This is an optimization exercise on Yosys and OpenROAD, whose aim is small area and a short achievable clock period, not a production implementation.
RTL that was checked went through simulation tests only; none was proved equivalent to the original.
Power and IR drop assume default switching activity.

## zic_mmr_ctrl
module zic_mmr_ctrl #(
	parameter int                 NUM_IRQ  = 48,
	parameter zic_pkg::zic_addr_t MMR_BASE = 16'h1000
)
(
	input  logic                zic_clk,
	input  logic                zic_rst,
	input  logic                wdt_reset_i,
	input  zic_pkg::zic_addr_t  zic_mmr_write_addr_i,
	input  zic_pkg::zic_data_t  zic_mmr_write_data_i,
	input  logic                zic_mmr_write_en_i,
	input  zic_pkg::zic_addr_t  zic_mmr_read_addr_i,
	input  logic                zic_mmr_read_en_i,
	input  logic [NUM_IRQ-1:0]  zic_int_pending_i,
	input  logic                zic_int_pending_valid_i,
	input  logic [NUM_IRQ-1:0]  zic_int_enable_i,
	input  logic                zic_int_enable_valid_i,
	output logic [NUM_IRQ-1:0]  zic_int_en_o,
	output zic_pkg::zic_data_t  zic_mmr_read_data_o,
	output logic                zic_mmr_read_valid_o
);
	localparam int BW = zic_pkg::ZIC_BYTE_W;
	logic [15:0] wa, ra;
	assign wa = zic_mmr_write_addr_i;
	assign ra = zic_mmr_read_addr_i;
	logic wr_blk, rd_blk;
	assign wr_blk = zic_mmr_write_en_i && (wa[15:8] == MMR_BASE[15:8]);
	assign rd_blk = zic_mmr_read_en_i  && (ra[15:8] == MMR_BASE[15:8]);
	logic [3:0] wg1_n, wg2_n, rg1_n, rg2_n;
	logic [2:0] wg3_n, rg3_n;
	for (genvar i = 0; i < 4; i++)
	begin : g_pre
		assign wg1_n[i] = !(wa[3:2] == i);
		assign wg2_n[i] = !(wa[5:4] == i);
		assign rg1_n[i] = !(ra[3:2] == i);
		assign rg2_n[i] = !(ra[5:4] == i);
		if (i < 3)
		begin : g_top
			assign wg3_n[i] = !(wa[7:6] == i);
			assign rg3_n[i] = !(ra[7:6] == i);
		end
	end
	logic wdt, wdt_n;
	logic ctl_wr, ctl_ld_n, ip_wr_n, ip_set, ie_wr_n, ie_set;
	assign wdt      = wdt_reset_i;
	assign wdt_n    = !wdt_reset_i;
	assign ctl_wr   = wr_blk && (wa[1:0] == zic_pkg::ZIC_SEL_CTL);
  ...
clock: 4.0 ns
lec_check: 0
cap_margin: 20
core_margin: 2
core_utilization: 40
place_density: 0.6
slew_margin: 20
synth_hierarchical: 1
standard.sh (not shown) runs the stock make flow with config.mk's settings and CLKGATE_MAP_FILE= SYNTH_SCRIPT=/design/flow/synth_recipe.tcl, a recipe that flattens the netlist after the stock synthesis.
==> flow/flow/run.sh <==
#!/bin/bash
# Standard ORFS layout, with small plain buffers on the ports instead of the
# delay cell that buffer_ports picks by default.
set -e
export BUFFER_PORTS_ARGS="-buffer_cell sky130_fd_sc_hd__buf_2"
bash standard.sh > standard.log 2>&1
Then changed:
- CTS_BUF_LIST: default -> sky130_fd_sc_hd__clkbuf_4 sky130_fd_sc_hd__clkbuf_8
- SETUP_SLACK_MARGIN: default -> 1.5
Design area rises by 0.53%.
Area after synthesis is unchanged.
Sequential power is about the same.
Wire length rises by 2.4%.
Final cell count climbs by 2.1%.
First-iteration DRC count goes up by 6.8%.
Then changed:
==> flow/flow/run.sh (replaced) <==
#!/bin/bash
# Standard ORFS layout (the standard.sh) with:
#  - small plain buffers on the ports instead of the delay cell that
#    buffer_ports picks by default;
#  - clock tree built from clkbuf_16 sink clusters, without dummy loads.
set -e
export BUFFER_PORTS_ARGS="-buffer_cell sky130_fd_sc_hd__buf_2"
export CTS_ARGS="-sink_clustering_enable -repair_clock_nets -dont_use_dummy_load -buf_list sky130_fd_sc_hd__clkbuf_16 -sink_clustering_size 25 -sink_clustering_max_diameter 80"
bash standard.sh > standard.log 2>&1
- CORE_UTILIZATION: 40 -> 60
- CTS_BUF_LIST: sky130_fd_sc_hd__clkbuf_4 sky130_fd_sc_hd__clkbuf_8 -> default
- PLACE_DENSITY: 0.6 -> 0.75
- SETUP_SLACK_MARGIN: 1.5 -> 2.2
- TNS_END_PERCENT: default -> 0
Effect: Wire length decreases by a few percent; fmax increases by roughly a tenth; register-to-register slack is better by 0.12 ns; setup slack is better by 0.27 ns; total power decreases by about a fifth; final area decreases slightly; die area decreases by a quarter to a third; clock-buffer cell count decreases by 109; sequential power hardly moves; synthesized area is unchanged.
Then changed:
- SETUP_SLACK_MARGIN: 2.2 -> 1.8
- TNS_END_PERCENT: 0 -> default
Clock-buffer cell count came out lower by 3.
Via count shrinks by 0.56%.
Synthesized area stays the same.
Worst setup slack got worse by 0.026 ns.
Routed wire length came out lower by 1.8%.
Cell area rose by 0.48%.
Utilization goes up by 0.34 points.
Fmax went down by 1.1%.
Sequential cell count does not change.

========
run X:
zic_mmr_ctrl, a different RTL version from the one above (not shown whole).
Size: about 22000 sq um of cells after synthesis.
Settings: LEC_CHECK=0, CAP_MARGIN=20, CORE_MARGIN=2, CORE_UTILIZATION=50, PLACE_DENSITY=0.7, SETUP_SLACK_MARGIN=2.2, SLEW_MARGIN=20, SYNTH_HIERARCHICAL=1, TNS_END_PERCENT=0; clock period 4.0 ns.
==> flow/flow/run.sh <==
#!/bin/bash
# Standard ORFS layout (the standard.sh) with:
#  - small plain buffers on the ports instead of the delay cell that
#    buffer_ports picks by default;
#  - clock tree built from clkbuf_16 sink clusters, without dummy loads.
set -e
export BUFFER_PORTS_ARGS="-buffer_cell sky130_fd_sc_hd__buf_2"
export CTS_ARGS="-sink_clustering_enable -repair_clock_nets -dont_use_dummy_load -buf_list sky130_fd_sc_hd__clkbuf_16 -sink_clustering_size 25 -sink_clustering_max_diameter 80"
bash standard.sh > standard.log 2>&1
No stage failed in run X, and the final checks on the layout all came back clean.
The inputs of run E differ from those of run X as listed below.
- swapping 0.7 for 0.75 in PLACE_DENSITY
- swapping 50 for 60 in CORE_UTILIZATION
==> comparison <==
Run E has completed all stages; timing, DRC and antenna checks passed.
Taking run X as the reference point, the post-CTS setup buffer count of run E rises by 9.
A uppermost layer routed of met5 is what run X shows, while met4 belongs to run E.
Antenna cell count: run E and run X compared, higher one is run E
Going from run X to run E, initial antenna violation count down 4; routed length per placed instance picked up an extra 1.2 um.
Setup slack after layout: run E > run X
Count of multi-input gates (run E vs. run X) increases slightly
The clock tree cell share of total cell area of run X and that of run E are within noise of each other.
Compared with run X, run E shows a number of standard cells in the final layout excluding fillers that is 3.9% lower.
No run of this note included a check of the RTL's function; only the layout flow was run.

## what the ideal ports hide
The flow's constraints put no driver on any port. The routed layouts listed below were extracted and timed again, unchanged, in two steps.
Step 1 sets driving cells, clkbuf_16 on the clock port and buf_2 on the other inputs (assumed; they add their load-dependent delay and slew).
Step 2 times the ports against the registers' clock, not the clock port: input delays grow and output delays shrink by t, the midpoint of the rising clock arrivals with the driver on.
Three values: ideal, step 1, step 2; two values: the first two.
run	shift t [ns]	slack for setup (ns)	worst setup path after step 2	clock arrival spread, ns	worst register clock-pin slew, ns
the first run of note 1	0.649	1.181 / 1.163 / 0.514	input to register	0.020 / 0.021	0.06 / 0.06
the second run of note 1	0.704	1.443 / 1.430 / 0.726	input to register	0.027 / 0.027	0.07 / 0.07
the third run of note 1	0.640	1.710 / 1.707 / 1.067	input to register	0.042 / 0.042	0.10 / 0.10
the fourth run of note 1	0.612	1.684 / 1.658 / 1.046	input to register	0.048 / 0.048	0.10 / 0.10
run X	0.626	1.564 / 1.556 / 0.930	input to register	0.046 / 0.046	0.10 / 0.10
run E	0.627	1.627 / 1.602 / 0.975	input to register	0.045 / 0.046	0.10 / 0.10
After both steps every run listed still meets setup and hold. The setup slack of the second run of note 1, which loses most, moves by -0.013 ns with the drivers and by -0.717 ns with both steps.
